This is an optimization exercise on Yosys and OpenROAD, whose aim is small area, a short achievable clock period and few clock cycles per item, not a production implementation.
No functional check of the RTL was part of any run shown here.
Power and IR drop assume default switching activity.

--- design/flow/config.mk ---
export PLATFORM = sky130hd
export DESIGN_NAME = fnv_lane_mix
export DESIGN_NICKNAME = fnv_lane_mix
export VERILOG_FILES = /design/flow/design.v
export SDC_FILE = /design/flow/constraint.sdc
export NUM_CORES = 4
export LEC_CHECK = 0
export CAP_MARGIN = 20
export CORE_MARGIN = 2
export CORE_UTILIZATION = 40
export CTS_BUF_LIST = sky130_fd_sc_hd__clkbuf_8
export CTS_CLUSTER_SIZE = 40
export SETUP_SLACK_MARGIN = 1.2
export SLEW_MARGIN = 20
--- design/flow/constraint.sdc ---
create_clock -name core_clock -period 7.0 [get_ports {clk}]
set_input_delay 1.4000 -clock core_clock [delete_from_list [all_inputs] [get_ports {clk}]]
set_output_delay 1.4000 -clock core_clock [all_outputs]
set_load 0.01 [all_outputs]
--- design/flow/run.sh ---
#!/bin/bash
# synth_recipe.tcl (not shown) runs the flow's synth.tcl, then flattens the netlist and writes it again
# the make line also repeats each setting of config.mk as NAME=value (left out here)
make -C /OpenROAD-flow-scripts/flow DESIGN_CONFIG=/design/flow/config.mk WORK_HOME=/design/flow/orfs CLKGATE_MAP_FILE= SYNTH_SCRIPT=/design/flow/synth_recipe.tcl finish
--- design/flow/design.v ---
module fnv_lane_mix #(
  parameter int             LANES     = 4,
  parameter int             W         = 32,
  parameter logic [W-1:0]   FNV_PRIME = 32'h01000193
) (
  input  logic               clk,
  input  logic               rst,
  input  logic               in_valid,
  output logic               in_ready,
  input  logic [1:0]         mode,
  input  logic [LANES*W-1:0] a,
  input  logic [LANES*W-1:0] b,
  output logic               out_valid,
  input  logic               out_ready,
  output logic [LANES*W-1:0] c,
  output logic [W-1:0]       digest,
  output logic               out_err
);
  logic         adv;
  logic         v1_q, v2_q, v3_q;
  logic [1:0]   md1_q, md2_q, md3_q;
  logic         f1_q, f2_q;
  logic [W-1:0] r1_l0_q, r1_l3_q, r1_m1_q, r1_x1_q, r1_m2_q, r1_x2_q;
  logic [W-1:0] r2_l0_q, r2_l1_q, r2_l3_q, r2_m2_q, r2_x2_q;
  logic [W-1:0] r3_l0_q, r3_l1_q, r3_l3_q, r3_y2_q;
  logic [W-1:0] a0, a1, a2, a3, b0, b1, b2, b3;
  logic         md0, md1, md2;
  logic [W-1:0] p0, p3, p1, p2;
  logic [W-1:0] y0, y3, m1, x1, m2, x2, y1, y2;
  logic         l2;
  assign adv      = !v3_q || out_ready;
  assign in_ready = adv;
  assign {a3, a2, a1, a0} = a;
  assign {b3, b2, b1, b0} = b;
  assign md0 = (mode == 2'd0);
  assign md1 = (mode == 2'd1);
  assign md2 = (mode == 2'd2);
  fnv_mulp u_mul0 (.x(md1 ? (a0 ^ b0) : a0), .y(p0));
  fnv_mulp u_mul3 (.x(md1 ? (a3 ^ b3) : a3), .y(p3));
  assign y0 = p0 ^ (md0 ? b0 : md2 ? a1 : '0);
  assign y3 = p3 ^ (md0 ? b3 : '0);
  assign m1 = md1 ? (a1 ^ b1) : a1;
  assign x1 = md0 ? b1 : md2 ? a2 : '0;
  assign m2 = md1 ? (a2 ^ b2) : a2;
  assign x2 = md0 ? b2 : md2 ? a3 : '0;
  fnv_mulp u_mul1 (.x(f1_q ? r1_l0_q : r1_m1_q), .y(p1));
  assign y1 = p1 ^ r1_x1_q;
  assign l2 = !md2_q[1];
  fnv_mulp u_mul2 (.x(f2_q ? r2_l1_q : r2_m2_q), .y(p2));
  assign y2 = p2 ^ r2_x2_q;
  always_ff @(posedge clk) begin
    if (rst) begin
      v1_q <= 1'b0;
      v2_q <= 1'b0;
      v3_q <= 1'b0;
    end else if (adv) begin
      v1_q <= in_valid;
      v2_q <= v1_q;
      v3_q <= v2_q;
    end
  end
  always_ff @(posedge clk) begin
    if (adv) begin
      md1_q   <= mode;
      f1_q    <= md2;
      r1_l0_q <= y0;
      r1_l3_q <= y3;
      r1_m1_q <= m1;
      r1_x1_q <= x1;
      r1_m2_q <= m2;
      r1_x2_q <= x2;
      md2_q   <= md1_q;
      f2_q    <= f1_q;
      r2_l0_q <= r1_l0_q;
      r2_l1_q <= y1;
      r2_l3_q <= r1_l3_q;
      r2_m2_q <= r1_m2_q;
      r2_x2_q <= r1_x2_q;
      md3_q   <= md2_q;
      r3_l0_q <= l2 ? r2_l0_q : '0;
      r3_l1_q <= l2 ? r2_l1_q : '0;
      r3_l3_q <= l2 ? r2_l3_q : '0;
      r3_y2_q <= y2;
    end
  end
  assign out_valid = v3_q;
  assign c         = {r3_l3_q, md3_q[1] ? '0 : r3_y2_q, r3_l1_q, r3_l0_q};
  assign digest    = (md3_q == 2'd2) ? r3_y2_q : '0;
  assign out_err   = (md3_q == 2'd3);
endmodule
module fnv_mulp (input logic [31:0] x, output logic [31:0] y);
  logic [31:0] r0, r1;
  logic t1, t2, t3, t4, t5, t6, t7, t8, t9, t10, t11, t12, t13, t14, t15, t16;
  logic t17, t18, t19, t20, t21, t22, t23, t24, t25, t26, t27, t28, t29, t30, t31, t32;
  logic t33, t34, t35, t36, t37, t38, t39, t40, t41, t42, t43, t44, t45, t46, t47, t48;
  logic t49, t50, t51, t52, t53, t54, t55, t56, t57, t58, t59, t60, t61, t62, t63, t64;
  logic t65, t66, t67, t68, t69, t70, t71, t72, t73, t74, t75, t76, t77, t78, t79, t80;
  logic t81, t82, t83, t84, t85, t86, t87, t88, t89, t90, t91, t92, t93, t94, t95, t96;
  logic t97, t98, t99, t100, t101, t102, t103, t104, t105, t106, t107, t108, t109, t110, t111, t112;
  logic t113, t114, t115, t116, t117, t118, t119, t120, t121, t122, t123, t124, t125, t126, t127, t128;
  logic t129, t130, t131, t132, t133, t134, t135, t136, t137, t138, t139, t140, t141, t142, t143, t144;
  logic t145, t146, t147, t148, t149, t150, t151, t152, t153, t154, t155, t156, t157, t158, t159, t160;
  logic t161, t162, t163, t164, t165, t166;
  assign t1 = x[8] ^ x[7];
  assign t2 = x[8] & x[7];
  assign t3 = x[9] ^ x[8] ^ x[5];
  assign t4 = (x[9] & x[8]) | (x[9] & x[5]) | (x[8] & x[5]);
  assign t5 = x[10] ^ x[9] ^ x[6];
  assign t6 = (x[10] & x[9]) | (x[10] & x[6]) | (x[9] & x[6]);
  assign t7 = x[11] ^ x[10] ^ x[7];
  assign t8 = (x[11] & x[10]) | (x[11] & x[7]) | (x[10] & x[7]);
  assign t9 = x[12] ^ x[11] ^ x[8];
  assign t10 = (x[12] & x[11]) | (x[12] & x[8]) | (x[11] & x[8]);
  assign t11 = x[13] ^ x[12] ^ x[9];
  assign t12 = (x[13] & x[12]) | (x[13] & x[9]) | (x[12] & x[9]);
  assign t13 = x[14] ^ x[13] ^ x[10];
  assign t14 = (x[14] & x[13]) | (x[14] & x[10]) | (x[13] & x[10]);
  assign t15 = x[15] ^ x[14] ^ x[11];
  assign t16 = (x[15] & x[14]) | (x[15] & x[11]) | (x[14] & x[11]);
  assign t17 = x[16] ^ x[15] ^ x[12];
  assign t18 = (x[16] & x[15]) | (x[16] & x[12]) | (x[15] & x[12]);
  assign t19 = x[17] ^ x[16] ^ x[13];
  assign t20 = (x[17] & x[16]) | (x[17] & x[13]) | (x[16] & x[13]);
  assign t21 = x[18] ^ x[17] ^ x[14];
  assign t22 = (x[18] & x[17]) | (x[18] & x[14]) | (x[17] & x[14]);
  assign t23 = x[19] ^ x[18] ^ x[15];
  assign t24 = (x[19] & x[18]) | (x[19] & x[15]) | (x[18] & x[15]);
  assign t25 = x[20] ^ x[19] ^ x[16];
  assign t26 = (x[20] & x[19]) | (x[20] & x[16]) | (x[19] & x[16]);
  assign t27 = x[21] ^ x[20] ^ x[17];
  assign t28 = (x[21] & x[20]) | (x[21] & x[17]) | (x[20] & x[17]);
  assign t29 = x[22] ^ x[21] ^ x[18];
  assign t30 = (x[22] & x[21]) | (x[22] & x[18]) | (x[21] & x[18]);
  assign t31 = x[23] ^ x[22] ^ x[19];
  assign t32 = (x[23] & x[22]) | (x[23] & x[19]) | (x[22] & x[19]);
  assign t33 = x[24] ^ x[23] ^ x[20];
  assign t34 = (x[24] & x[23]) | (x[24] & x[20]) | (x[23] & x[20]);
  assign t35 = x[17] ^ x[16];
  assign t36 = x[17] & x[16];
  assign t37 = x[25] ^ x[24] ^ x[21];
  assign t38 = (x[25] & x[24]) | (x[25] & x[21]) | (x[24] & x[21]);
  assign t39 = x[18] ^ x[17] ^ x[1];
  assign t40 = (x[18] & x[17]) | (x[18] & x[1]) | (x[17] & x[1]);
  assign t41 = x[26] ^ x[25] ^ x[22];
  assign t42 = (x[26] & x[25]) | (x[26] & x[22]) | (x[25] & x[22]);
  assign t43 = x[19] ^ x[18] ^ x[2];
  assign t44 = (x[19] & x[18]) | (x[19] & x[2]) | (x[18] & x[2]);
  assign t45 = x[27] ^ x[26] ^ x[23];
  assign t46 = (x[27] & x[26]) | (x[27] & x[23]) | (x[26] & x[23]);
  assign t47 = x[20] ^ x[19] ^ x[3];
  assign t48 = (x[20] & x[19]) | (x[20] & x[3]) | (x[19] & x[3]);
  assign t49 = x[28] ^ x[27] ^ x[24];
  assign t50 = (x[28] & x[27]) | (x[28] & x[24]) | (x[27] & x[24]);
  assign t51 = x[21] ^ x[20] ^ x[4];
  assign t52 = (x[21] & x[20]) | (x[21] & x[4]) | (x[20] & x[4]);
  assign t53 = x[29] ^ x[28] ^ x[25];
  assign t54 = (x[29] & x[28]) | (x[29] & x[25]) | (x[28] & x[25]);
  assign t55 = x[22] ^ x[21] ^ x[5];
  assign t56 = (x[22] & x[21]) | (x[22] & x[5]) | (x[21] & x[5]);
  assign t57 = x[30] ^ x[29] ^ x[26];
  assign t58 = (x[30] & x[29]) | (x[30] & x[26]) | (x[29] & x[26]);
  assign t59 = x[23] ^ x[22] ^ x[6];
  assign t60 = (x[23] & x[22]) | (x[23] & x[6]) | (x[22] & x[6]);
  assign t61 = x[31] ^ x[30] ^ x[27];
  assign t62 = x[24] ^ x[23] ^ x[7];
  assign t63 = x[7] ^ x[6];
  assign t64 = x[7] & x[6];
  assign t65 = t1 ^ x[4] ^ x[1];
  assign t66 = (t1 & x[4]) | (t1 & x[1]) | (x[4] & x[1]);
  assign t67 = t3 ^ x[2] ^ x[1];
  assign t68 = (t3 & x[2]) | (t3 & x[1]) | (x[2] & x[1]);
  assign t69 = t5 ^ x[3] ^ x[2];
  assign t70 = (t5 & x[3]) | (t5 & x[2]) | (x[3] & x[2]);
  assign t71 = t7 ^ x[4] ^ x[3];
  assign t72 = (t7 & x[4]) | (t7 & x[3]) | (x[4] & x[3]);
  assign t73 = t9 ^ x[5] ^ x[4];
  assign t74 = (t9 & x[5]) | (t9 & x[4]) | (x[5] & x[4]);
  assign t75 = t11 ^ x[6] ^ x[5];
  assign t76 = (t11 & x[6]) | (t11 & x[5]) | (x[6] & x[5]);
  assign t77 = t13 ^ x[7] ^ x[6];
  assign t78 = (t13 & x[7]) | (t13 & x[6]) | (x[7] & x[6]);
  assign t79 = t15 ^ x[8] ^ x[7];
  assign t80 = (t15 & x[8]) | (t15 & x[7]) | (x[8] & x[7]);
  assign t81 = t17 ^ x[9] ^ x[8];
  assign t82 = (t17 & x[9]) | (t17 & x[8]) | (x[9] & x[8]);
  assign t83 = t19 ^ x[10] ^ x[9];
  assign t84 = (t19 & x[10]) | (t19 & x[9]) | (x[10] & x[9]);
  assign t85 = t21 ^ x[11] ^ x[10];
  assign t86 = (t21 & x[11]) | (t21 & x[10]) | (x[11] & x[10]);
  assign t87 = t23 ^ x[12] ^ x[11];
  assign t88 = (t23 & x[12]) | (t23 & x[11]) | (x[12] & x[11]);
  assign t89 = t25 ^ x[13] ^ x[12];
  assign t90 = (t25 & x[13]) | (t25 & x[12]) | (x[13] & x[12]);
  assign t91 = t27 ^ x[14] ^ x[13];
  assign t92 = (t27 & x[14]) | (t27 & x[13]) | (x[14] & x[13]);
  assign t93 = t29 ^ x[15] ^ x[14];
  assign t94 = (t29 & x[15]) | (t29 & x[14]) | (x[15] & x[14]);
  assign t95 = t31 ^ x[16] ^ x[15];
  assign t96 = (t31 & x[16]) | (t31 & x[15]) | (x[16] & x[15]);
  assign t97 = t33 ^ t35 ^ x[0];
  assign t98 = (t33 & t35) | (t33 & x[0]) | (t35 & x[0]);
  assign t99 = t37 ^ t39 ^ t34;
  assign t100 = (t37 & t39) | (t37 & t34) | (t39 & t34);
  assign t101 = t41 ^ t43 ^ t38;
  assign t102 = (t41 & t43) | (t41 & t38) | (t43 & t38);
  assign t103 = t45 ^ t47 ^ t42;
  assign t104 = (t45 & t47) | (t45 & t42) | (t47 & t42);
  assign t105 = t49 ^ t51 ^ t46;
  assign t106 = (t49 & t51) | (t49 & t46) | (t51 & t46);
  assign t107 = t53 ^ t55 ^ t50;
  assign t108 = (t53 & t55) | (t53 & t50) | (t55 & t50);
  assign t109 = t57 ^ t59 ^ t54;
  assign t110 = (t57 & t59) | (t57 & t54) | (t59 & t54);
  assign t111 = t61 ^ t62 ^ t58;
  assign t112 = x[4] ^ x[3];
  assign t113 = x[4] & x[3];
  assign t114 = x[5] ^ x[4] ^ x[1];
  assign t115 = (x[5] & x[4]) | (x[5] & x[1]) | (x[4] & x[1]);
  assign t116 = x[6] ^ x[5] ^ x[2];
  assign t117 = (x[6] & x[5]) | (x[6] & x[2]) | (x[5] & x[2]);
  assign t118 = t63 ^ x[3] ^ x[0];
  assign t119 = (t63 & x[3]) | (t63 & x[0]) | (x[3] & x[0]);
  assign t120 = t65 ^ x[0] ^ t64;
  assign t121 = (t65 & x[0]) | (t65 & t64) | (x[0] & t64);
  assign t122 = t67 ^ t2 ^ t66;
  assign t123 = (t67 & t2) | (t67 & t66) | (t2 & t66);
  assign t124 = t69 ^ t4 ^ t68;
  assign t125 = (t69 & t4) | (t69 & t68) | (t4 & t68);
  assign t126 = t71 ^ t6 ^ t70;
  assign t127 = (t71 & t6) | (t71 & t70) | (t6 & t70);
  assign t128 = t73 ^ t8 ^ t72;
  assign t129 = (t73 & t8) | (t73 & t72) | (t8 & t72);
  assign t130 = t75 ^ t10 ^ t74;
  assign t131 = (t75 & t10) | (t75 & t74) | (t10 & t74);
  assign t132 = t77 ^ t12 ^ t76;
  assign t133 = (t77 & t12) | (t77 & t76) | (t12 & t76);
  assign t134 = t79 ^ t14 ^ t78;
  assign t135 = (t79 & t14) | (t79 & t78) | (t14 & t78);
  assign t136 = t81 ^ t16 ^ t80;
  assign t137 = (t81 & t16) | (t81 & t80) | (t16 & t80);
  assign t138 = t83 ^ t18 ^ t82;
  assign t139 = (t83 & t18) | (t83 & t82) | (t18 & t82);
  assign t140 = t85 ^ t20 ^ t84;
  assign t141 = (t85 & t20) | (t85 & t84) | (t20 & t84);
  assign t142 = t87 ^ t22 ^ t86;
  assign t143 = (t87 & t22) | (t87 & t86) | (t22 & t86);
  assign t144 = t89 ^ t24 ^ t88;
  assign t145 = (t89 & t24) | (t89 & t88) | (t24 & t88);
  assign t146 = t91 ^ t26 ^ t90;
  assign t147 = (t91 & t26) | (t91 & t90) | (t26 & t90);
  assign t148 = t93 ^ t28 ^ t92;
  assign t149 = (t93 & t28) | (t93 & t92) | (t28 & t92);
  assign t150 = t95 ^ t30 ^ t94;
  assign t151 = (t95 & t30) | (t95 & t94) | (t30 & t94);
  assign t152 = t97 ^ t32 ^ t96;
  assign t153 = (t97 & t32) | (t97 & t96) | (t32 & t96);
  assign t154 = t99 ^ t36 ^ t98;
  assign t155 = (t99 & t36) | (t99 & t98) | (t36 & t98);
  assign t156 = t101 ^ t40 ^ t100;
  assign t157 = (t101 & t40) | (t101 & t100) | (t40 & t100);
  assign t158 = t103 ^ t44 ^ t102;
  assign t159 = (t103 & t44) | (t103 & t102) | (t44 & t102);
  assign t160 = t105 ^ t48 ^ t104;
  assign t161 = (t105 & t48) | (t105 & t104) | (t48 & t104);
  assign t162 = t107 ^ t52 ^ t106;
  assign t163 = (t107 & t52) | (t107 & t106) | (t52 & t106);
  assign t164 = t109 ^ t56 ^ t108;
  assign t165 = (t109 & t56) | (t109 & t108) | (t56 & t108);
  assign t166 = t111 ^ t60 ^ t110;
  assign r0 = {t166, t164, t162, t160, t158, t156, t154, t152, t150, t148, t146, t144, t142, t140, t138, t136, t134, t132, t130, t128, t126, t124, t122, t120, t118, t116, t114, t112, x[3], x[2], x[1], x[0]};
  assign r1 = {t165, t163, t161, t159, t157, t155, t153, t151, t149, t147, t145, t143, t141, t139, t137, t135, t133, t131, t129, t127, t125, t123, t121, t119, t117, t115, t113, x[0], x[2], x[1], x[0], 1'b0};
  logic [31:0] g0, p0;
  assign g0 = r0 & r1;
  assign p0 = r0 ^ r1;
  logic gg1; assign gg1 = g0[1] | (p0[1] & g0[0]);
  logic pp1; assign pp1 = p0[1] & p0[0];
  logic gg2; assign gg2 = g0[3] | (p0[3] & g0[2]);
  logic pp2; assign pp2 = p0[3] & p0[2];
  logic gg3; assign gg3 = g0[5] | (p0[5] & g0[4]);
  logic pp3; assign pp3 = p0[5] & p0[4];
  logic gg4; assign gg4 = g0[7] | (p0[7] & g0[6]);
  logic pp4; assign pp4 = p0[7] & p0[6];
  logic gg5; assign gg5 = g0[9] | (p0[9] & g0[8]);
  logic pp5; assign pp5 = p0[9] & p0[8];
  logic gg6; assign gg6 = g0[11] | (p0[11] & g0[10]);
  logic pp6; assign pp6 = p0[11] & p0[10];
  logic gg7; assign gg7 = g0[13] | (p0[13] & g0[12]);
  logic pp7; assign pp7 = p0[13] & p0[12];
  logic gg8; assign gg8 = g0[15] | (p0[15] & g0[14]);
  logic pp8; assign pp8 = p0[15] & p0[14];
  logic gg9; assign gg9 = g0[17] | (p0[17] & g0[16]);
  logic pp9; assign pp9 = p0[17] & p0[16];
  logic gg10; assign gg10 = g0[19] | (p0[19] & g0[18]);
  logic pp10; assign pp10 = p0[19] & p0[18];
  logic gg11; assign gg11 = g0[21] | (p0[21] & g0[20]);
  logic pp11; assign pp11 = p0[21] & p0[20];
  logic gg12; assign gg12 = g0[23] | (p0[23] & g0[22]);
  logic pp12; assign pp12 = p0[23] & p0[22];
  logic gg13; assign gg13 = g0[25] | (p0[25] & g0[24]);
  logic pp13; assign pp13 = p0[25] & p0[24];
  logic gg14; assign gg14 = g0[27] | (p0[27] & g0[26]);
  logic pp14; assign pp14 = p0[27] & p0[26];
  logic gg15; assign gg15 = g0[29] | (p0[29] & g0[28]);
  logic pp15; assign pp15 = p0[29] & p0[28];
  logic gg16; assign gg16 = g0[31] | (p0[31] & g0[30]);
  logic pp16; assign pp16 = p0[31] & p0[30];
  logic gg17; assign gg17 = g0[2] | (p0[2] & gg1);
  logic pp17; assign pp17 = p0[2] & pp1;
  logic gg18; assign gg18 = gg2 | (pp2 & gg1);
  logic pp18; assign pp18 = pp2 & pp1;
  logic gg19; assign gg19 = g0[6] | (p0[6] & gg3);
  logic pp19; assign pp19 = p0[6] & pp3;
  logic gg20; assign gg20 = gg4 | (pp4 & gg3);
  logic pp20; assign pp20 = pp4 & pp3;
  logic gg21; assign gg21 = g0[10] | (p0[10] & gg5);
  logic pp21; assign pp21 = p0[10] & pp5;
  logic gg22; assign gg22 = gg6 | (pp6 & gg5);
  logic pp22; assign pp22 = pp6 & pp5;
  logic gg23; assign gg23 = g0[14] | (p0[14] & gg7);
  logic pp23; assign pp23 = p0[14] & pp7;
  logic gg24; assign gg24 = gg8 | (pp8 & gg7);
  logic pp24; assign pp24 = pp8 & pp7;
  logic gg25; assign gg25 = g0[18] | (p0[18] & gg9);
  logic pp25; assign pp25 = p0[18] & pp9;
  logic gg26; assign gg26 = gg10 | (pp10 & gg9);
  logic pp26; assign pp26 = pp10 & pp9;
  logic gg27; assign gg27 = g0[22] | (p0[22] & gg11);
  logic pp27; assign pp27 = p0[22] & pp11;
  logic gg28; assign gg28 = gg12 | (pp12 & gg11);
  logic pp28; assign pp28 = pp12 & pp11;
  logic gg29; assign gg29 = g0[26] | (p0[26] & gg13);
  logic pp29; assign pp29 = p0[26] & pp13;
  logic gg30; assign gg30 = gg14 | (pp14 & gg13);
  logic pp30; assign pp30 = pp14 & pp13;
  logic gg31; assign gg31 = g0[30] | (p0[30] & gg15);
  logic pp31; assign pp31 = p0[30] & pp15;
  logic gg32; assign gg32 = gg16 | (pp16 & gg15);
  logic pp32; assign pp32 = pp16 & pp15;
  logic gg33; assign gg33 = g0[4] | (p0[4] & gg18);
  logic pp33; assign pp33 = p0[4] & pp18;
  logic gg34; assign gg34 = gg3 | (pp3 & gg18);
  logic pp34; assign pp34 = pp3 & pp18;
  logic gg35; assign gg35 = gg19 | (pp19 & gg18);
  logic pp35; assign pp35 = pp19 & pp18;
  logic gg36; assign gg36 = gg20 | (pp20 & gg18);
  logic pp36; assign pp36 = pp20 & pp18;
  logic gg37; assign gg37 = g0[12] | (p0[12] & gg22);
  logic pp37; assign pp37 = p0[12] & pp22;
  logic gg38; assign gg38 = gg7 | (pp7 & gg22);
  logic pp38; assign pp38 = pp7 & pp22;
  logic gg39; assign gg39 = gg23 | (pp23 & gg22);
  logic pp39; assign pp39 = pp23 & pp22;
  logic gg40; assign gg40 = gg24 | (pp24 & gg22);
  logic pp40; assign pp40 = pp24 & pp22;
  logic gg41; assign gg41 = g0[20] | (p0[20] & gg26);
  logic pp41; assign pp41 = p0[20] & pp26;
  logic gg42; assign gg42 = gg11 | (pp11 & gg26);
  logic pp42; assign pp42 = pp11 & pp26;
  logic gg43; assign gg43 = gg27 | (pp27 & gg26);
  logic pp43; assign pp43 = pp27 & pp26;
  logic gg44; assign gg44 = gg28 | (pp28 & gg26);
  logic pp44; assign pp44 = pp28 & pp26;
  logic gg45; assign gg45 = g0[28] | (p0[28] & gg30);
  logic pp45; assign pp45 = p0[28] & pp30;
  logic gg46; assign gg46 = gg15 | (pp15 & gg30);
  logic pp46; assign pp46 = pp15 & pp30;
  logic gg47; assign gg47 = gg31 | (pp31 & gg30);
  logic pp47; assign pp47 = pp31 & pp30;
  logic gg48; assign gg48 = gg32 | (pp32 & gg30);
  logic pp48; assign pp48 = pp32 & pp30;
  logic gg49; assign gg49 = g0[8] | (p0[8] & gg36);
  logic pp49; assign pp49 = p0[8] & pp36;
  logic gg50; assign gg50 = gg5 | (pp5 & gg36);
  logic pp50; assign pp50 = pp5 & pp36;
  logic gg51; assign gg51 = gg21 | (pp21 & gg36);
  logic pp51; assign pp51 = pp21 & pp36;
  logic gg52; assign gg52 = gg22 | (pp22 & gg36);
  logic pp52; assign pp52 = pp22 & pp36;
  logic gg53; assign gg53 = gg37 | (pp37 & gg36);
  logic pp53; assign pp53 = pp37 & pp36;
  logic gg54; assign gg54 = gg38 | (pp38 & gg36);
  logic pp54; assign pp54 = pp38 & pp36;
  logic gg55; assign gg55 = gg39 | (pp39 & gg36);
  logic pp55; assign pp55 = pp39 & pp36;
  logic gg56; assign gg56 = gg40 | (pp40 & gg36);
  logic pp56; assign pp56 = pp40 & pp36;
  logic gg57; assign gg57 = g0[24] | (p0[24] & gg44);
  logic pp57; assign pp57 = p0[24] & pp44;
  logic gg58; assign gg58 = gg13 | (pp13 & gg44);
  logic pp58; assign pp58 = pp13 & pp44;
  logic gg59; assign gg59 = gg29 | (pp29 & gg44);
  logic pp59; assign pp59 = pp29 & pp44;
  logic gg60; assign gg60 = gg30 | (pp30 & gg44);
  logic pp60; assign pp60 = pp30 & pp44;
  logic gg61; assign gg61 = gg45 | (pp45 & gg44);
  logic pp61; assign pp61 = pp45 & pp44;
  logic gg62; assign gg62 = gg46 | (pp46 & gg44);
  logic pp62; assign pp62 = pp46 & pp44;
  logic gg63; assign gg63 = gg47 | (pp47 & gg44);
  logic pp63; assign pp63 = pp47 & pp44;
  logic gg64; assign gg64 = gg48 | (pp48 & gg44);
  logic pp64; assign pp64 = pp48 & pp44;
  logic gg65; assign gg65 = g0[16] | (p0[16] & gg56);
  logic pp65; assign pp65 = p0[16] & pp56;
  logic gg66; assign gg66 = gg9 | (pp9 & gg56);
  logic pp66; assign pp66 = pp9 & pp56;
  logic gg67; assign gg67 = gg25 | (pp25 & gg56);
  logic pp67; assign pp67 = pp25 & pp56;
  logic gg68; assign gg68 = gg26 | (pp26 & gg56);
  logic pp68; assign pp68 = pp26 & pp56;
  logic gg69; assign gg69 = gg41 | (pp41 & gg56);
  logic pp69; assign pp69 = pp41 & pp56;
  logic gg70; assign gg70 = gg42 | (pp42 & gg56);
  logic pp70; assign pp70 = pp42 & pp56;
  logic gg71; assign gg71 = gg43 | (pp43 & gg56);
  logic pp71; assign pp71 = pp43 & pp56;
  logic gg72; assign gg72 = gg44 | (pp44 & gg56);
  logic pp72; assign pp72 = pp44 & pp56;
  logic gg73; assign gg73 = gg57 | (pp57 & gg56);
  logic pp73; assign pp73 = pp57 & pp56;
  logic gg74; assign gg74 = gg58 | (pp58 & gg56);
  logic pp74; assign pp74 = pp58 & pp56;
  logic gg75; assign gg75 = gg59 | (pp59 & gg56);
  logic pp75; assign pp75 = pp59 & pp56;
  logic gg76; assign gg76 = gg60 | (pp60 & gg56);
  logic pp76; assign pp76 = pp60 & pp56;
  logic gg77; assign gg77 = gg61 | (pp61 & gg56);
  logic pp77; assign pp77 = pp61 & pp56;
  logic gg78; assign gg78 = gg62 | (pp62 & gg56);
  logic pp78; assign pp78 = pp62 & pp56;
  logic gg79; assign gg79 = gg63 | (pp63 & gg56);
  logic pp79; assign pp79 = pp63 & pp56;
  logic gg80; assign gg80 = gg64 | (pp64 & gg56);
  logic pp80; assign pp80 = pp64 & pp56;
  logic [31:0] cc;
  assign cc[0] = 1'b0;
  assign cc[1] = g0[0];
  assign cc[2] = gg1;
  assign cc[3] = gg17;
  assign cc[4] = gg18;
  assign cc[5] = gg33;
  assign cc[6] = gg34;
  assign cc[7] = gg35;
  assign cc[8] = gg36;
  assign cc[9] = gg49;
  assign cc[10] = gg50;
  assign cc[11] = gg51;
  assign cc[12] = gg52;
  assign cc[13] = gg53;
  assign cc[14] = gg54;
  assign cc[15] = gg55;
  assign cc[16] = gg56;
  assign cc[17] = gg65;
  assign cc[18] = gg66;
  assign cc[19] = gg67;
  assign cc[20] = gg68;
  assign cc[21] = gg69;
  assign cc[22] = gg70;
  assign cc[23] = gg71;
  assign cc[24] = gg72;
  assign cc[25] = gg73;
  assign cc[26] = gg74;
  assign cc[27] = gg75;
  assign cc[28] = gg76;
  assign cc[29] = gg77;
  assign cc[30] = gg78;
  assign cc[31] = gg79;
  assign y = p0 ^ cc;
endmodule
==> results_dict.tcl, run 1 <==
set metrics [dict create \
    relSlewSlack_pct 27.4 \
    hold_class "reg -> reg" \
    die_area_mm2 0.0869 \
    row_count 106 \
    antenna_found_initial 10 \
    cpLargestDelayFamily "adder cells" \
    area_growth_pct 24.1 \
    end_kind "register" \
    crit_path_max_incr_delay_ps 660 \
    cp-start-kind "input pin" \
    postRouteAntennaNets 0 \
    io_buffers 424 \
    syn-num-nets 3417 \
    final_cell_mix "edfxtp_1 (488), clkdlybuf4s50_1 (422), xnor2_1 (340)" \
    max_freq_mhz 178 \
    required_ps 7420 \
    path_common_cell "fa_1" \
    grt_usage_pct 24.5 \
    fin_crit_sh_pct 80.2 \
    synthCells 2725 \
    multi_input_area_mm2 0.0182 \
    grt.overflow.total 0 \
    avgViaCountPerCell 4.92 \
    crit_chain "clkdlybuf4s50_1 > xnor2_4 > fa_1 > fa_1 > fa_1 > ha_4 > a21o_1 > a21o_1 > a21oi_1 > o21ai_1 > o2111ai_1 > nand4_1 > a31o_2 > a21oi_2 > xnor2_1" \
    yosysTopAreaCellShare_pct 43.3 \
    path_buf_inv 1 \
    p_total_mw 24.6 \
    power-per-cell-area_mw_per_mm2 587 \
    ys.flop_type "edfxtp_1" \
    drc 0 \
    synth-seq-cells 491 \
    cts_buffers 87 \
    vias 21893 \
    grt_pass1_vias 23428 \
    grt_pass1_wl_um 154000 \
    drt_pre_antenna_iters 7 \
    io_pins 425 \
    final_common_cell "edfxtp_1" \
    path_clk_slew_ps 60 \
    hpwl_um 85900 \
    stdcell_area_mm2 0.0419 \
    seq_area_frac_synth_pct 43.5 \
    synth_warnings 1 \
    ys_types 67 \
    seq_area_mm2 0.0147 \
    fp.dieW_um 295 \
    tns_ps 0 \
    crit_slowest_cell "clkdlybuf4s50_1" \
    peakVddDrop_mv 0.486 \
    maxSlewViolCount 0 \
    root_buffer "clkbuf_8" \
    hold_viol_final 0 \
    fin_util_pct 50.1 \
    routabilityCongestion 0.919 \
    place_area_mm2 0.0401 \
    coreArea_mm2 0.0837 \
    fin_skew_ps 34.3 \
    cts_max_path_buffers 3 \
    insertion_delay_ps 690 \
    synth-edff-count 488 \
    setup_violations 0 \
    synth.area.top_cells "edfxtp_1 (43%), fa_1 (16%), xnor2_1 (9.0%)" \
    worstPathArrival_ps 6030 \
    drive_above_1_share_pct 9.54 \
    routed_wl_um 105000 \
    fin_crit_ps 5610 \
    synth-async-reset-ratio_pct 0 \
    syn_area_mm2 0.0338 \
    grt_start_max_net_pins 170 \
    htreeDepth 3 \
    synth_area_leader_cell "edfxtp_1" \
    nets 3931 \
    crit_type "in -> reg" \
    wl_per_cell_um 23.6 \
    p_leak_nw 17.2 \
    syn_avg_cell_area_um2 12.4 \
    drv_cap 0 \
    cts_tree "yes" \
    cts_sinks 491 \
    start_util_pct 40.4 \
    status "complete, no violations" \
    rsz0062_at_grt "true" \
    worstMarginPinSlew_ps 1090 \
    fillCellCount 7498 \
    path_max_fanout 6 \
    fp.dieH_um 295 \
    dr.first_iter.drc_count 1423 \
]
## path summary, 6_finish.rpt
check,from,to,slack (ps),cells after the start
hold / removal,r1_m2_q[26],r2_m2_q[26],410,0
setup / recovery,a[108],r1_l3_q[31],1390,15
setup reg to reg,f2_q,r3_y2_q[31],1440,16
hold reg to reg,r1_m2_q[26],r2_m2_q[26],410,0
## logic make-up (layout without fill, tap and decap cells)
kind of cell	Yosys count	count (layout)	share of synthesized area [%]
multiplexers	161	161	4.86
XOR/XNOR	468	468	12.5
other	0	2	0
buffers and inverters	374	960	4.30
adder cells (fa/ha/maj)	443	443	22.3
AO/OA/AOI/OAI	246	246	4.83
AND/OR/NAND/NOR	542	542	7.71
flip-flops	491	491	43.5
## power breakdown
group	internal (mW)	leakage, nW	switching (mW)	total [mW]
clock	1.35	0.951	1.26	2.61
combinational	7.62	10.9	8.80	16.4
sequential	5.20	5.34	0.416	5.61
total	14.2	17.2	10.5	24.6
## cell usage after synthesis (25+ instances only)
master	n
edfxtp_1	488
xnor2_1	347
inv_1	310
fa_1	270
nand2_1	182
ha_1	160
mux2i_1	136
nor2b_1	133
nor2_1	132
xor2_1	108
a21oi_1	91
a21o_1	56
clkbuf_1	39
and2_1	35
o21ai_0	32
mux2_2	25
## routing by layer
metal  vias up  share of wire (%)  global-route usage [%]
met1     11049                 45                    34.5
met2       583                 47                    39.1
met4        12                2.0                    5.82
li1      10120                  -                       -
met5         -              0.073                       0
met3       129                5.9                    4.71
## per-stage QoR
step                cells  worst slack (ps)  hold WS [ps]
global route         4446              1190           415
CTS                  4442              1290           399
floorplan            2725               815           400
global placement     4274               500           402
detailed placement   4274               434           405
finish               4447              1390           411
## final cells by class
| type | count | area share (%) |
|---|---|---|
| Multi-Input combinational cell | 1860 | 43.3 |
| Sequential cell | 491 | 35.1 |
| Clock inverter | 72 | 1.09 |
| Timing Repair Buffer | 489 | 11.5 |
| Inverter | 310 | 2.77 |
| Antenna cell | 2 | 0.0119 |
| Tap cell | 1134 | 3.38 |
| Clock buffer | 89 | 2.92 |
## repair_timing
item	4_1_cts	5_1_grt
endpoints found under the hold margin	0	0
setup endpoints to repair	4	15
hold buffers	0	0
pin swaps	0	1
buffers inserted	7	3
resized for setup	3	6
==> run 2, diff against run 1 <==
==> design/flow/flow/run.sh (new file) <==
#!/bin/bash
# Standard layout, but the port buffers that placement inserts on every input and
# output are the smallest buffer (buf_1); timing repair resizes them where needed.
set -euo pipefail
bash standard.sh BUFFER_PORTS_ARGS="-buffer_cell sky130_fd_sc_hd__buf_1" finish > flow_standard.log 2>&1
==> design/flow/standard.sh (new file) <==
#!/bin/bash
# synth_recipe.tcl (not shown) runs the flow's synth.tcl, then flattens the netlist and writes it again
# the make line also repeats each setting of config.mk as NAME=value (left out here)
make -C /OpenROAD-flow-scripts/flow DESIGN_CONFIG=/design/flow/config.mk WORK_HOME=/design/flow/orfs CLKGATE_MAP_FILE= SYNTH_SCRIPT=/design/flow/synth_recipe.tcl "${@:-finish}"
--- a/design/flow/config.mk
+++ b/design/flow/config.mk
@@ -12,3 +12,3 @@
 export CTS_CLUSTER_SIZE = 40
-export SETUP_SLACK_MARGIN = 1.2
+export SETUP_SLACK_MARGIN = 1.8
 export SLEW_MARGIN = 20
removed: design/flow/run.sh
==> run 2 against run 1 <==
Still clean. Power grew 8.2%. Sequential power is essentially flat. Register-to-register slack better by 330 ps. Die area unchanged. Combinational power increased by 11%. Wire length is 1.4% lower. Largest cell class unchanged. Highest routed layer unchanged.
==> results_dict.tcl, run 2 <==
set metrics [dict create \
    drive_above_1_share_pct 16.4 \
    fin_hold_ws_ps 411 \
    synth-async-reset-ratio_pct 0 \
    synth.area.top_cells "edfxtp_1 (43%), fa_1 (16%), xnor2_1 (9.0%)" \
    maxSlewViolCount 0 \
    swShare_pct 42.5 \
    syn_avg_cell_area_um2 12.4 \
    peakVddDrop_mv 0.536 \
    cts_buffers 88 \
    area_growth_pct 23.1 \
    status "complete, no violations" \
    dr.first_iter.drc_count 1684 \
    ys_types 67 \
    drv_cap 0 \
    fillCellCount 7575 \
    synth-seq-cells 491 \
    final_cell_mix "edfxtp_1 (488), buf_1 (422), xnor2_1 (321)" \
    grt_usage_pct 23.6 \
    crit_slowest_cell "fa_2" \
    cts_max_path_buffers 3 \
    grt_pass1_vias 22676 \
    crit_type "in -> reg" \
    p_leak_nw 16.8 \
    insertion_delay_ps 720 \
    rsz0062_at_grt "true" \
    synthSimpleGateAreaFrac_pct 7.71 \
    ys.flop_type "edfxtp_1" \
    antenna_found_initial 31 \
    end_kind "register" \
    power-per-cell-area_mw_per_mm2 640 \
    tns_ps 0 \
    coreArea_mm2 0.0837 \
    synth_compound_area_share_pct 4.83 \
    avgViaCountPerCell 4.91 \
    drc 0 \
    grt.overflow.total 0 \
    cts_sinks 491 \
    hold_path_depth 0 \
    path_clk_slew_ps 60 \
    setup_violations 0 \
    syn_area_mm2 0.0338 \
    io_buffers 424 \
    fp.dieH_um 295 \
    intPower_mw 15.3 \
    syn-num-nets 3417 \
    synthCells 2725 \
    max_freq_mhz 185 \
    routabilityCongestion 0.933 \
    synth_most_common_cell "edfxtp_1" \
    wl_per_cell_um 22.8 \
    io_pins 425 \
    fin_crit_sh_pct 77.1 \
    synth_area_leader_cell "edfxtp_1" \
    ff2ff_path_depth 16 \
    synth-edff-count 488 \
    synth_warnings 1 \
    vias 22290 \
    hold_class "reg -> reg" \
    crit_chain "clkbuf_16 > nor2b_4 > buf_8 > buf_12 > nand2_4 > xor2_4 > fa_1 > fa_2 > inv_2 > fa_1 > ha_4 > o211ai_1 > o211ai_1 > buf_4 > a41o_1 > a21oi_2 > inv_1 > a21oi_2 > fa_2 > xor2_1" \
    hpwl_um 81100 \
    grt_pass1_wl_um 147000 \
    fp.dieW_um 295 \
    synthAdderAreaFrac_pct 22.3 \
    root_buffer "clkbuf_8" \
    synth_xor_area_share_pct 12.5 \
    worstMarginPinSlew_ps 1040 \
    cp.depth 20 \
    required_ps 7440 \
    r2r_start "f2_q" \
    hold_viol_final 0 \
    relSlewSlack_pct 30.6 \
    synth_top_family_by_area "adder cells" \
    fin_crit_ps 5390 \
    fin_skew_ps 38.9 \
    seq_area_frac_synth_pct 43.5 \
    pwr-share-comb_pct 68.5 \
    htreeDepth 3 \
    grt_start_max_net_pins 176 \
    final_common_cell "edfxtp_1" \
    path_max_fanout 6 \
    nets 4023 \
    path_buf_inv 6 \
    startpoint "mode[0]" \
    die_area_mm2 0.0869 \
    drt_pre_antenna_iters 6 \
    netlist_top_cells_count "edfxtp_1 (488), xnor2_1 (347), inv_1 (310)" \
    clkPwrFrac_pct 10.5 \
    worstPathArrival_ps 5830 \
    cts_tree "yes" \
    postRouteAntennaNets 0 \
    crit_path_max_incr_delay_ps 550 \
    yosysTopAreaCellShare_pct 43.3 \
    cp-start-kind "input pin" \
    synthMuxAreaShare_pct 4.86 \
    cpLargestDelayFamily "adder cells" \
    start_util_pct 40.4 \
    hp-start "r1_m2_q[24]" \
    p_switching_mw 11.3 \
    seqPwrFrac_pct 21.1 \
    p_total_mw 26.7 \
    row_count 106 \
    routed_wl_um 103000 \
]
run 2: routing by layer:
| metal | share of wire [%] | vias to the layer above | GRT usage (%) |
|---|---|---|---|
| li1 | - | 10301 | - |
| met1 | 43 | 10980 | 32.0 |
| met2 | 45 | 790 | 36.5 |
| met3 | 8.3 | 187 | 6.12 |
| met4 | 3.3 | 32 | 8.41 |
| met5 | 0.19 | - | 0 |
run 2: power by group through the flow:
stage	clock network, mW	logic, mW	registers (mW)
4_1_cts	2.87	16.5	5.62
5_1_grt	2.99	20.1	5.70
3_5_place_dp	0	15.9	5.66
6_report	2.79	18.2	5.62
3_3_place_gp	0	15.8	5.65
2_1_floorplan	0	12.1	5.51
run 2: area by class of cell:
class	instances	area [µm²]	area share (%)
clock buffers	88	1210	2.91
multi-input cells	1860	19400	46.5
flip-flops and latches	491	14700	35.3
clock inverters	69	558	1.34
inverters	310	1180	2.85
repair buffers	580	3150	7.56
well taps	1134	1420	3.41
diodes	8	20.0	0.0481
run 2: logic make-up after synthesis:
family / Yosys count
and+or+nand+nor: 542
DFF: 491
xor gates and xnor gates: 468
adders and majority gates: 443
buffers and inverters: 374
AOI/OAI and AO/OA: 246
muxes: 161
run 2: stage by stage:
stage | instances | utilization, % | worst slack, ps | cell area, µm²
3_3_place_gp | 4261 | 44.7 | 574 | 37400
5_1_grt | 4538 | 49.7 | 1500 | 41600
2_1_floorplan | 2725 | - | 815 | 34400
3_5_place_dp | 4261 | 44.7 | 560 | 37400
4_1_cts | 4465 | 48.1 | 1710 | 40300
6_report | 4540 | 49.7 | 1610 | 41600
run 2: worst register-to-register path: stages (launching register included):
cell and delay, ps:
edfxtp_1 440, buf_6 160, buf_16 140, mux2_4 370
fa_1 530, fa_1 440, fa_1 530, ha_2 330
a21o_1 170, a21oi_1 230, o21bai_1 110, a221oi_2 340
o21ai_4 150, a211oi_4 330, o31ai_4 120, a21oi_2 170
xnor3_2 340
run 2: path summary, 6_finish.rpt:
kind | endpoint | slack (ps)
max | r1_l3_q[16] | 1610
min | r2_m2_q[24] | 410
max reg2reg | r3_y2_q[31] | 1770
min reg2reg | r2_m2_q[24] | 410
run 2: timing repair:
item	CTS	global route
hold buffers	0	0
buffers inserted	42	64
endpoints found under the setup margin	40	39
pin swaps	37	80
gates resized for setup	108	139
cloned	5	2
==> run 3, diff against run 2 <==
--- a/design/flow/config.mk
+++ b/design/flow/config.mk
@@ -10,5 +10,3 @@
 export CORE_UTILIZATION = 40
-export CTS_BUF_LIST = sky130_fd_sc_hd__clkbuf_8
-export CTS_CLUSTER_SIZE = 40
-export SETUP_SLACK_MARGIN = 1.8
+export SETUP_SLACK_MARGIN = 1.2
 export SLEW_MARGIN = 20
==> run 3 against run 2 <==
Worst hold slack worse by 13 ps. Area after synthesis stayed put. Wire length is 4.0% lower. Critical endpoint is now r1_l0_q[30]. Largest cell class unchanged. Highest routed layer unchanged.
==> results_dict.tcl, run 3 <==
set metrics [dict create \
    row_count 106 \
    yosysTopAreaCellShare_pct 43.3 \
    hp-start "r1_m2_q[25]" \
    drive_above_1_share_pct 8.63 \
    hold_path_depth 0 \
    postRouteAntennaNets 0 \
    crit_slowest_cell "fa_1" \
    seq_area_frac_synth_pct 43.5 \
    grt.overflow.total 0 \
    grt_pass1_wl_um 144000 \
    die_area_mm2 0.0869 \
    avgViaCountPerCell 4.89 \
    synthCells 2725 \
    htreeDepth 2 \
    max_freq_mhz 178 \
    worstMarginPinSlew_ps 1030 \
    area_growth_pct 16.8 \
    ff2ff_path_depth 17 \
    hold_viol_final 0 \
    dr.first_iter.drc_count 1411 \
    final_cell_mix "edfxtp_1 (488), buf_1 (422), xnor2_1 (340)" \
    grt_pass1_vias 21761 \
    fin_util_pct 47.2 \
    hold_class "reg -> reg" \
    relSlewSlack_pct 31.5 \
    cts_sinks 491 \
    grt-busiest-layer "met2" \
    r2r_setup_slack_ps 1480 \
    cts_buffers 54 \
    status "complete, no violations" \
    place_ws_ps 501 \
    hpwl_um 79800 \
    root_buffer "clkbuf_16" \
    cts_max_path_buffers 3 \
    wl_per_cell_um 22.7 \
    fp.dieW_um 295 \
    met1_usage_pct 33.1 \
    crit_path_max_incr_delay_ps 550 \
    synth_area_leader_cell "edfxtp_1" \
    vias 21420 \
    path_max_fanout 11 \
    nets 3893 \
    end_kind "register" \
    cts_tree "yes" \
    fin_crit_sh_pct 80.4 \
    layout_setup_ws_ps 1370 \
    syn_avg_cell_area_um2 12.4 \
    tns_ps 0 \
    drt_pre_antenna_iters 5 \
    synth_warnings 1 \
    synth-edff-count 488 \
    drc 0 \
    start_util_pct 40.4 \
    ys.flop_type "edfxtp_1" \
    p_leak_nw 16.0 \
    syn_area_mm2 0.0338 \
    fin_crit_ps 5630 \
    synth-seq-cells 491 \
    netlist_top_cells_count "edfxtp_1 (488), xnor2_1 (347), inv_1 (310)" \
    insertion_delay_ps 620 \
    ys_types 67 \
    drv_cap 0 \
    path_clk_slew_ps 70 \
    r2r_start "f1_q" \
    fin_skew_ps 19.2 \
    io_buffers 424 \
    final_common_cell "edfxtp_1" \
    syn-num-nets 3417 \
    grt_use_met3_pct 4.49 \
    crit_type "in -> reg" \
    routabilityCongestion 0.892 \
    crit_chain "clkbuf_4 > nor2b_4 > buf_4 > clkbuf_16 > nand2_1 > xnor2_2 > inv_1 > fa_1 > inv_1 > fa_1 > ha_1 > nand2_1 > nor2_1 > and3_4 > o21ai_2 > a211o_1 > a21oi_2 > o21bai_1 > and4b_1 > a311oi_1" \
    grt_usage_pct 22.9 \
    io_pins 425 \
    peakVddDrop_mv 0.606 \
    power-per-cell-area_mw_per_mm2 620 \
    synth_most_common_cell "edfxtp_1" \
    worstPathArrival_ps 6050 \
    cp-start-kind "input pin" \
    maxSlewViolCount 0 \
    grt_start_max_net_pins 176 \
    fp.dieH_um 295 \
    synth.area.top_cells "edfxtp_1 (43%), fa_1 (16%), xnor2_1 (9.0%)" \
    synth-async-reset-ratio_pct 0 \
    coreArea_mm2 0.0837 \
    setup_violations 0 \
    routed_wl_um 99300 \
    met2_usage_pct 35.0 \
    rsz0062_at_grt "true" \
    antenna_found_initial 10 \
    reg2reg_to "r2_l1_q[31]" \
    required_ps 7420 \
    worstHoldEndpoint "r2_m2_q[25]" \
]
## run 3: cell counts after synthesis
Identical to the previous run, type by type.
## run 3: cells by family after synthesis
group / synth area share [%]
AND/OR/NAND/NOR: 7.71
flip-flops: 43.5
XOR/XNOR: 12.5
adder cells (fa/ha/maj): 22.3
buffers and inverters: 4.30
AO/OA/AOI/OAI: 4.83
multiplexers: 4.86
## run 3: how the worst max path moves through the flow
stage	endpoint	from	cells past startpoint	slack, ps
after CTS	r1_l3_q[31]	mode[0]	19	1210
after global routing	r1_l0_q[26]	mode[0]	17	1180
after floorplan	in_ready	out_ready	1	810
final	r1_l0_q[30]	mode[0]	20	1370
after detailed placement	r1_l3_q[31]	mode[0]	20	500
after global placement	r1_l3_q[31]	mode[0]	20	610
## run 3: critical path, delay by kind of cell
kind / cells / cell delay [ps]
AOI/OAI and AO/OA: 5 / 940
xor gates and xnor gates: 1 / 400
adders and majority gates: 3 / 1400
buffers and inverters: 5 / 880
and+or+nand+nor: 6 / 990
## run 3: metrics by stage
stage | area, µm² | instances | hold WS (ps) | power (mW)
2_1_floorplan | 34300 | 2725 | 400 | 17.6
3_3_place_gp | 37400 | 4259 | 401 | 21.5
3_5_place_dp | 37400 | 4259 | 405 | 21.6
4_1_cts | 39100 | 4357 | 397 | 24.6
5_1_grt | 39500 | 4378 | 417 | 26.6
6_report | 39500 | 4384 | 397 | 24.5
## run 3: cell type report
| cell class | count | area, µm² |
|---|---|---|
| well taps | 1134 | 1420 |
| diodes | 7 | 17.5 |
| flip-flops and latches | 491 | 14700 |
| clock inverters | 37 | 368 |
| repair buffers | 484 | 2220 |
| inverters | 310 | 1160 |
| fillers | 7670 | 44200 |
| multi-input cells | 1860 | 18200 |
| clock buffers | 61 | 1400 |
## run 3: metal layers
layer	part of all wire, %	up-vias
li1	-	10036
met1	46	10611
met2	45	640
met3	6.6	121
met4	2.6	12
met5	0.073	-
## run 3: repair_timing
| action | 4_1_cts | 5_1_grt |
|---|---|---|
| pin swaps | 0 | 6 |
| buffers inserted | 0 | 15 |
| hold buffers | 0 | 0 |
| cloned | 0 | 3 |
| resized for setup | 1 | 15 |
| setup endpoints to repair | 1 | 24 |
## run 3: report_power, final
| group | total [mW] | switching [mW] | internal, mW |
|---|---|---|---|
| Combinational | 16.0 | 8.81 | 7.22 |
| Clock | 2.88 | 1.22 | 1.65 |
| Sequential | 5.57 | 0.377 | 5.19 |
==> run 4, diff against run 3 <==
--- a/design/flow/config.mk
+++ b/design/flow/config.mk
@@ -7,2 +7,3 @@
 export LEC_CHECK = 0
+export ABC_AREA = 1
 export CAP_MARGIN = 20
==> run 4 against run 3 <==
Die area up 4.6%. Utilization fell by 0.66 points. Area after synthesis is 4.7% higher. Via count rose by 17%. Power shrank 1.3%. Combinational power down 3%. First-iteration DRC count rose by 20%. Global-route usage is 0.45 points higher. Synthesized cell count increased by 32%. Sequential power fell by 4.7%. Critical path type unchanged.
==> results_dict.tcl, run 4 <==
set metrics [dict create \
    layout_setup_ws_ps 1400 \
    ys_types 47 \
    ff2ff_path_depth 15 \
    seq_area_frac_synth_pct 41.6 \
    relSlewSlack_pct 40.1 \
    power-per-cell-area_mw_per_mm2 589 \
    path_common_cell "fa_1" \
    place_ws_ps 565 \
    status "complete, no violations" \
    drt_pre_antenna_iters 5 \
    area_growth_pct 15.8 \
    htreeDepth 2 \
    r2r_start "f2_q" \
    hold_class "reg -> reg" \
    worstPathArrival_ps 5990 \
    synth-edff-count 488 \
    grt.overflow.total 0 \
    peakVddDrop_mv 0.383 \
    seq_area_mm2 0.0147 \
    vias 25073 \
    crit_slowest_cell "fa_1" \
    wl_per_cell_um 20.2 \
    worstMarginPinSlew_ps 888 \
    synth-seq-cells 491 \
    crit_chain "buf_1 > nor2_4 > buf_4 > buf_16 > nand2_1 > xor2_2 > fa_1 > fa_1 > inv_1 > fa_1 > ha_1 > a21oi_1 > o21ai_2 > a21oi_2 > nand2_4 > inv_2 > fa_2 > xor2_1" \
    cts_tree "yes" \
    routabilityCongestion 0.923 \
    synth-async-reset-ratio_pct 0 \
    routed_wl_um 107000 \
    cp-start-kind "input pin" \
    fp.dieH_um 301 \
    grt_usage_pct 23.4 \
    synth_area_leader_cell "edfxtp_1" \
    final_cell_mix "nand2_1 (736), inv_1 (723), edfxtp_1 (488)" \
    dp.cells 5167 \
    coreArea_mm2 0.0881 \
    p_leak_nw 18.8 \
    grt_start_max_net_pins 157 \
    path_max_fanout 26 \
    fin_crit_ps 5600 \
    multi_input_area_mm2 0.0178 \
    start_util_pct 40.2 \
    final_common_cell "nand2_1" \
    crit_type "in -> reg" \
    wl_met2_um 49400 \
    root_buffer "clkbuf_16" \
    die_area_mm2 0.0909 \
    rsz0062_at_grt "true" \
    maxSlewViolCount 0 \
    cts_sinks 491 \
    synth.area.top_cells "edfxtp_1 (41%), fa_1 (15%), nand2_1 (7.9%)" \
    synth_warnings 1 \
    cts_buffers 55 \
    io_buffers 424 \
    cts_max_path_buffers 3 \
    required_ps 7390 \
    insertion_delay_ps 650 \
    dr.first_iter.drc_count 1700 \
    nets 4765 \
    end_kind "register" \
    avgViaCountPerCell 4.74 \
    io_pins 425 \
    ys.flop_type "edfxtp_1" \
    r2r_setup_slack_ps 1840 \
    syn-num-nets 4298 \
    syn_area_mm2 0.0354 \
    fp.dieW_um 301 \
    fillCellCount 8418 \
    postRouteAntennaNets 0 \
    netlist_top_cells_count "nand2_1 (747), inv_1 (732), edfxtp_1 (488)" \
    worstHoldEndpoint "r2_x2_q[27]" \
    syn_avg_cell_area_um2 9.82 \
    fin_crit_sh_pct 80.0 \
    p_total_mw 24.1 \
    final_cells 5287 \
    hold_viol_final 0 \
    path_clk_slew_ps 60 \
    yosysTopAreaCellShare_pct 41.4 \
    synthCells 3606 \
    drive_above_1_share_pct 6.56 \
    hp-start "r1_x2_q[27]" \
    drc 0 \
    route.met3.wl_um 6680 \
    setup_violations 0 \
    fin_skew_ps 33.0 \
    hold_path_depth 0 \
    grt_pass1_vias 24694 \
    max_freq_mhz 179 \
    grt_pass1_wl_um 155000 \
    wirelength_met1_um 46700 \
    hpwl_um 86700 \
    cts_hold_buf 0 \
    row_count 109 \
    drv_cap 0 \
    synth_most_common_cell "nand2_1" \
    crit_path_max_incr_delay_ps 550 \
    antenna_found_initial 19 \
    top_layer "met5" \
    reg2reg_to "r3_y2_q[17]" \
]
==> run 4: changes by cell type after synthesis, sizes merged, moves of 134 or more <==
cell,change
xnor2,-255
xor2,+139
nor2,+134
nand2,+576
mux2i,-135
inv,+438
nor2b,-134
==> run 4: how the worst max path moves through the flow <==
stage	endpoint	from	slack, ps
after detailed placement	r1_l0_q[16]	mode[0]	570
after CTS	r1_l0_q[16]	mode[0]	1230
after global placement	r1_l0_q[17]	mode[0]	660
after floorplan	f1_q	out_ready	-2300
after global routing	r1_l0_q[17]	mode[1]	1170
final	r1_l3_q[16]	mode[1]	1400
==> run 4: power breakdown <==
| part | switching [mW] | leakage (nW) | internal (mW) |
|---|---|---|---|
| logic | 9.34 | 12.5 | 6.29 |
| clock network | 1.29 | 0.957 | 1.92 |
| registers | 0.306 | 5.34 | 5.01 |
| total | 10.9 | 18.8 | 13.2 |
==> run 4: cell families (layout without fill, tap and decap cells) <==
| kind of cell | count (synthesis) | count (layout) | synth area share [%] |
|---|---|---|---|
| mux | 11 | 11 | 0.346 |
| flops | 491 | 491 | 41.6 |
| fa+ha+maj | 430 | 430 | 20.9 |
| simple gates | 1162 | 1162 | 13.3 |
| xor+xnor | 357 | 357 | 9.70 |
| other cells | 0 | 6 | 0 |
| buf+inv | 820 | 1330 | 8.90 |
| compound gates | 335 | 335 | 5.23 |
==> run 4: what timing repair did <==
item | 4_1_cts | 5_1_grt
endpoints found under the hold margin | 0 | 0
resized for setup | 0 | 25
setup buffers | 1 | 11
pin swaps | 0 | 1
gates cloned | 0 | 2
setup endpoints to repair | 1 | 41
==> run 4: stage by stage <==
step | util (%) | hold slack, ps | instance area [µm²] | TNS (ps)
after global placement | 43.9 | 400 | 38600 | 0
final | 46.5 | 406 | 41000 | 0
after CTS | 46.1 | 404 | 40600 | 0
after detailed placement | 43.9 | 405 | 38600 | 0
after global routing | 46.5 | 415 | 41000 | 0
after floorplan | - | 400 | 35500 | -1126680
==> run 4: metal layers <==
| metal | global-route usage, % | vias to the layer above |
|---|---|---|
| met5 | 0 | - |
| met4 | 8.43 | 24 |
| met3 | 4.14 | 184 |
| met2 | 37.6 | 689 |
| met1 | 31.6 | 11990 |
| li1 | - | 12186 |
==> run 4: critical path: cells and delay by family <==
family,cells,cell delay [ps]
buffers and inverters,5,770
adder cells (fa/ha/maj),5,2270
AND/OR/NAND/NOR,3,480
AO/OA/AOI/OAI,3,570
XOR/XNOR,2,480
==> run 4: final cells by class <==
class | count | area share (%)
well taps | 1165 | 3.56
inverters | 748 | 6.87
repair buffers | 482 | 5.24
clock buffers | 58 | 3.39
multi-input cells | 2295 | 43.5
diodes | 6 | 0.0366
clock inverters | 42 | 1.46
flip-flops and latches | 491 | 35.9
==> run 5, diff against run 4 <==
--- a/design/flow/config.mk
+++ b/design/flow/config.mk
@@ -7,6 +7,6 @@
 export LEC_CHECK = 0
-export ABC_AREA = 1
 export CAP_MARGIN = 20
 export CORE_MARGIN = 2
-export CORE_UTILIZATION = 40
+export CORE_UTILIZATION = 65
+export CTS_BUF_LIST = sky130_fd_sc_hd__clkbuf_8
 export SETUP_SLACK_MARGIN = 1.2
==> run 5 against run 4 <==
Still clean on timing, DRC and antenna. Cell area decreased by 6.2%. First-iteration DRC count increased by 19%. Count of clock-buffer cells in the layout increased by 23. Area after synthesis decreased by 4.5%.
==> results_dict.tcl, run 5 <==
set metrics [dict create \
    stdcell_area_mm2 0.0384 \
    nets 3907 \
    drc 0 \
    ys.flop_type "edfxtp_1" \
    routed_wl_um 92600 \
    die_area_mm2 0.0539 \
    dr.first_iter.drc_count 2019 \
    synth_area_leader_cell "edfxtp_1" \
    grt_start_max_net_pins 156 \
    max_freq_mhz 175 \
    fin_skew_ps 25.2 \
    antenna_found_initial 9 \
    syn-num-nets 3417 \
    cts_hold_buf 0 \
    insertion_delay_ps 680 \
    seqPwrFrac_pct 23.3 \
    grt_pass1_vias 23071 \
    worstPathArrival_ps 6120 \
    grt.overflow.total 0 \
    place_area_mm2 0.0368 \
    startpoint "mode[0]" \
    maxSlewViolCount 0 \
    drt_pre_antenna_iters 7 \
    routabilityCongestion 1.02 \
    path_clk_slew_ps 60 \
    hpwl_um 74700 \
    cp-start-kind "input pin" \
    synth_warnings 1 \
    drive_above_1_share_pct 8.67 \
    grt_usage_pct 35.2 \
    ys_types 67 \
    status "complete, no violations" \
    netlist_top_cells_count "edfxtp_1 (488), xnor2_1 (347), inv_1 (310)" \
    p_leak_nw 15.9 \
    grt_pass1_wl_um 138000 \
    final_cell_mix "edfxtp_1 (488), buf_1 (422), xnor2_1 (339)" \
    wl_per_cell_um 23.4 \
    power-per-cell-area_mw_per_mm2 624 \
    syn_area_mm2 0.0338 \
    synth-seq-cells 491 \
    worstMarginPinSlew_ps 1050 \
    cts_max_path_buffers 3 \
    cts_buffers 80 \
    synth_most_common_cell "edfxtp_1" \
    root_buffer "clkbuf_8" \
    synth-async-reset-ratio_pct 0 \
    pwr-share-comb_pct 66.9 \
    htreeDepth 3 \
    hold_viol_final 0 \
    relSlewSlack_pct 29.7 \
    required_ps 7410 \
    intPower_mw 13.6 \
    drv_cap 0 \
    synth-edff-count 488 \
    peakVddDrop_mv 0.447 \
    hold_class "reg -> reg" \
    p_switching_mw 10.4 \
    swShare_pct 43.2 \
    fp.dieH_um 232 \
    synthCells 2725 \
    postRouteAntennaNets 0 \
    start_util_pct 65.8 \
    synth.area.top_cells "edfxtp_1 (43%), fa_1 (16%), xnor2_1 (9.0%)" \
    vias 22475 \
    end_kind "register" \
    crit_type "in -> reg" \
    cts_tree "yes" \
    p_total_mw 24.0 \
    clkPwrFrac_pct 9.8 \
    seq_area_frac_synth_pct 43.5 \
    r2r_start "f1_q" \
    rsz0062_at_grt "true" \
    io_buffers 424 \
    row_count 83 \
    coreArea_mm2 0.0514 \
    tns_ps 0 \
    fin_crit_ps 5710 \
    area_growth_pct 13.7 \
    fin_crit_sh_pct 81.5 \
    syn_avg_cell_area_um2 12.4 \
    cts_sinks 491 \
    io_pins 425 \
    setup_violations 0 \
    path_max_fanout 21 \
    fp.dieW_um 232 \
    final_common_cell "edfxtp_1" \
    hp-start "r1_m2_q[23]" \
    yosysTopAreaCellShare_pct 43.3 \
    avgViaCountPerCell 5.68 \
]
-- run 5: power by group through the flow --
| stage | Combinational (mW) | Clock, mW | Sequential (mW) |
|---|---|---|---|
| after floorplan | 12.1 | 0 | 5.51 |
| after global placement | 15.2 | 0 | 5.59 |
| after detailed placement | 15.8 | 0 | 5.63 |
| after CTS | 15.9 | 2.37 | 5.58 |
| after global routing | 17.6 | 2.51 | 5.65 |
| final | 16.0 | 2.34 | 5.59 |
-- run 5: metal layers --
layer	track usage (%)	wire length (µm)	vias to the layer above
met2	55.0	43400	985
met3	6.75	7710	211
met1	47.8	36900	11228
li1	-	-	10041
met5	0	62	-
met4	16.7	4540	10
-- run 5: cell families after synthesis --
| group | after synthesis | synth area share (%) |
|---|---|---|
| and+or+nand+nor | 542 | 7.71 |
| buffers and inverters | 374 | 4.30 |
| AOI/OAI and AO/OA | 246 | 4.83 |
| muxes | 161 | 4.86 |
| DFF | 491 | 43.5 |
| xor gates and xnor gates | 468 | 12.5 |
| adders and majority gates | 443 | 22.3 |
-- run 5: final timing paths --
kind / to / slack [ps] / cells after the start
min: r2_m2_q[23] / 410 / 0
max: r1_l3_q[31] / 1290 / 19
min reg2reg: r2_m2_q[23] / 410 / 0
max reg2reg: r2_l1_q[31] / 1470 / 17
-- run 5: layout make-up --
type	instances	area, µm²
multi-input combinational	1860	18200
sequential	491	14700
fill	3453	13000
timing repair buffer	472	2030
inverter	310	1160
clock buffer	81	1110
tap	680	851
clock inverter	61	340
antenna	4	10.0
-- run 5: metrics by stage --
| stage | std cells | utilization (%) | hold WS, ps | setup slack [ps] |
|---|---|---|---|---|
| after floorplan | 2725 | - | 400 | 815 |
| final | 3959 | 74.8 | 409 | 1290 |
| after detailed placement | 3804 | 71.5 | 405 | 533 |
| after CTS | 3950 | 74.4 | 410 | 1210 |
| after global routing | 3958 | 74.7 | 418 | 1170 |
| after global placement | 3804 | 71.5 | 400 | 680 |
-- run 5: timing repair --
action,in CTS,in global routing
pin swaps,0,2
endpoints found under the setup margin,1,19
endpoints found under the hold margin,0,0
resized for setup,0,18
buffers inserted,4,5
gates cloned,0,0
-- run 5: critical path: stages --
cell,delay (ps)
clkbuf_4,140
nor2b_4,210
buf_6,250
nand2_2,130
xor2_4,300
inv_1,120
fa_1,480
fa_1,510
fa_1,560
ha_4,220
a21o_1,170
a21o_1,170
a21oi_1,160
o21ai_1,180
o2111ai_1,360
nand4_1,240
a31o_2,280
a21oi_2,140
xnor2_1,90
==> run 6, diff against run 5 <==
--- a/design/flow/config.mk
+++ b/design/flow/config.mk
@@ -11,3 +11,3 @@
 export CTS_BUF_LIST = sky130_fd_sc_hd__clkbuf_8
-export SETUP_SLACK_MARGIN = 1.2
+export SETUP_SLACK_MARGIN = 0.8
 export SLEW_MARGIN = 20
==> run 6 against run 5 <==
Flip-flop and latch count is the same. Wire length grew 2.1%. Critical path depth unchanged. Register-to-register slack got worse by 360 ps. Via count up 1.5%. Maximum frequency is 4.0% lower. Worst hold slack worse by 1.7 ps.
==> results_dict.tcl, run 6 <==
set metrics [dict create \
    status "complete, no violations" \
    area_growth_pct 13.0 \
    final_cells 3974 \
    worstMarginPinSlew_ps 1110 \
    grt_start_max_net_pins 185 \
    cts_tree "yes" \
    cts_max_path_buffers 3 \
    synth_warnings 1 \
    r2r_setup_slack_ps 1110 \
    hp-start "r1_x2_q[10]" \
    drv_cap 0 \
    routed_wl_um 94500 \
    fp.dieH_um 232 \
    antenna_found_initial 18 \
    synth.area.top_cells "edfxtp_1 (43%), fa_1 (16%), xnor2_1 (9.0%)" \
    netlist_top_cells_count "edfxtp_1 (488), xnor2_1 (347), inv_1 (310)" \
    hpwl_um 75300 \
    synthCells 2725 \
    io_buffers 424 \
    final_cell_mix "edfxtp_1 (488), buf_1 (422), xnor2_1 (345)" \
    yosysTopAreaCellShare_pct 43.3 \
    hold_class "reg -> reg" \
    drt_pre_antenna_iters 6 \
    end_kind "register" \
    wl_per_cell_um 23.8 \
    tns_ps 0 \
    row_count 83 \
    power-per-cell-area_mw_per_mm2 628 \
    cts_hold_buf 0 \
    nets 3917 \
    relSlewSlack_pct 26.1 \
    die_area_mm2 0.0539 \
    grt_usage_pct 35.9 \
    ys_types 67 \
    start_util_pct 65.8 \
    coreArea_mm2 0.0514 \
    fp.dieW_um 232 \
    synth-edff-count 488 \
    grt_pass1_wl_um 141000 \
    crit_type "in -> reg" \
    seq_area_frac_synth_pct 43.5 \
    avgViaCountPerCell 5.74 \
    root_buffer "clkbuf_8" \
    syn_area_mm2 0.0338 \
    reg2reg_to "r3_y2_q[31]" \
    hold_path_depth 0 \
    worstPathArrival_ps 6370 \
    maxSlewViolCount 0 \
    cp-start-kind "input pin" \
    final_common_cell "edfxtp_1" \
    rsz0062_at_grt "false" \
    max_freq_mhz 168 \
    grt_pass1_vias 23634 \
    vias 22815 \
    path_clk_slew_ps 70 \
    drc 0 \
    setup_violations 0 \
    ff2ff_path_depth 17 \
    fin_crit_ps 5940 \
    dp.cells 3814 \
    syn_avg_cell_area_um2 12.4 \
    worstHoldEndpoint "r2_x2_q[10]" \
    cts_buffers 82 \
    fin_skew_ps 38.6 \
    synth-seq-cells 491 \
    path_max_fanout 9 \
    htreeDepth 3 \
    r2r_start "f2_q" \
    fin_crit_sh_pct 84.9 \
    hold_viol_final 0 \
    insertion_delay_ps 690 \
]
-- run 6: cell counts after synthesis --
Identical to the previous run, type by type.
-- run 6: metal layers --
layer / up-vias / GRT usage [%] / share of wire (%)
met3: 245 / 8.03 / 9.1
li1: 10100 / - / -
met4: 18 / 17.2 / 4.9
met5: - / 0 / 0.11
met2: 1124 / 56.2 / 47
met1: 11328 / 48.1 / 39
-- run 6: cell type report --
type,count,area (µm²)
Clock buffer,82,1130
Timing Repair Buffer,480,2080
Tap cell,680,851
Sequential cell,491,14700
Inverter,310,1160
Fill cell,3434,13200
Clock inverter,60,434
Multi-Input combinational cell,1860,17800
Antenna cell,11,27.5
-- run 6: what timing repair did --
action	CTS	global route
setup endpoints to repair	0	3
gates resized for setup	0	3
setup buffers	0	6
-- run 6: worst max-delay path, cell delays in order --
cell and delay, ps:
clkbuf_4 140, nor2b_4 270, buf_4 220, nand2_1 140
xor2_4 270, inv_1 170, fa_1 500, fa_1 570
fa_1 420, ha_1 350, a21o_1 190, a21o_1 180
a21oi_1 160, o21ai_0 240, o2111ai_1 380, nand4_1 210
a31o_2 310, a21oi_1 180, xnor2_1 80
-- run 6: metrics by stage --
step                      hold WS [ps]  util [%]  power, mW  setup slack (ps)  cell area, µm²
after global routing               412      74.3       25.8               829           38200
after global placement             400      71.0       20.6               486           36500
after floorplan                    400         -       17.4               814           34000
final                              407      74.3       24.0              1060           38200
after CTS                          398      74.0       23.9              1080           38100
after detailed placement           405      71.0       21.2               397           36500
-- run 6: cell families after synthesis --
kind of cell	Yosys count	share of synthesized area, %
simple gates	542	7.71
flops	491	43.5
xor+xnor	468	12.5
fa+ha+maj	443	22.3
buf+inv	374	4.30
compound gates	246	4.83
mux	161	4.86
-- run 6: worst max path at each step --
stage	startpoint	endpoint	cells after the start
2_1_floorplan	mode[0]	r1_l0_q[26]	23
6_report	mode[0]	r1_l3_q[31]	19
5_1_grt	mode[0]	r1_l3_q[31]	19
3_5_place_dp	mode[0]	r1_l3_q[31]	19
4_1_cts	mode[0]	r1_l3_q[31]	19
3_3_place_gp	mode[0]	r1_l3_q[31]	19
-- run 6: power by group --
group	leakage, nW	internal, mW	switching, mW
sequential	5.34	5.19	0.409
clock	0.870	1.27	1.24
combinational	9.64	7.16	8.72
total	15.9	13.6	10.4

Re-timed with assumed drivers on the ports (clkbuf_16 on the clock, buf_2 on other inputs), run 6 has 1.097 ns of setup slack against 1.056 ns with ideal ports, and 0.356 ns once port delays also move by the mid clock arrival of 0.742 ns.
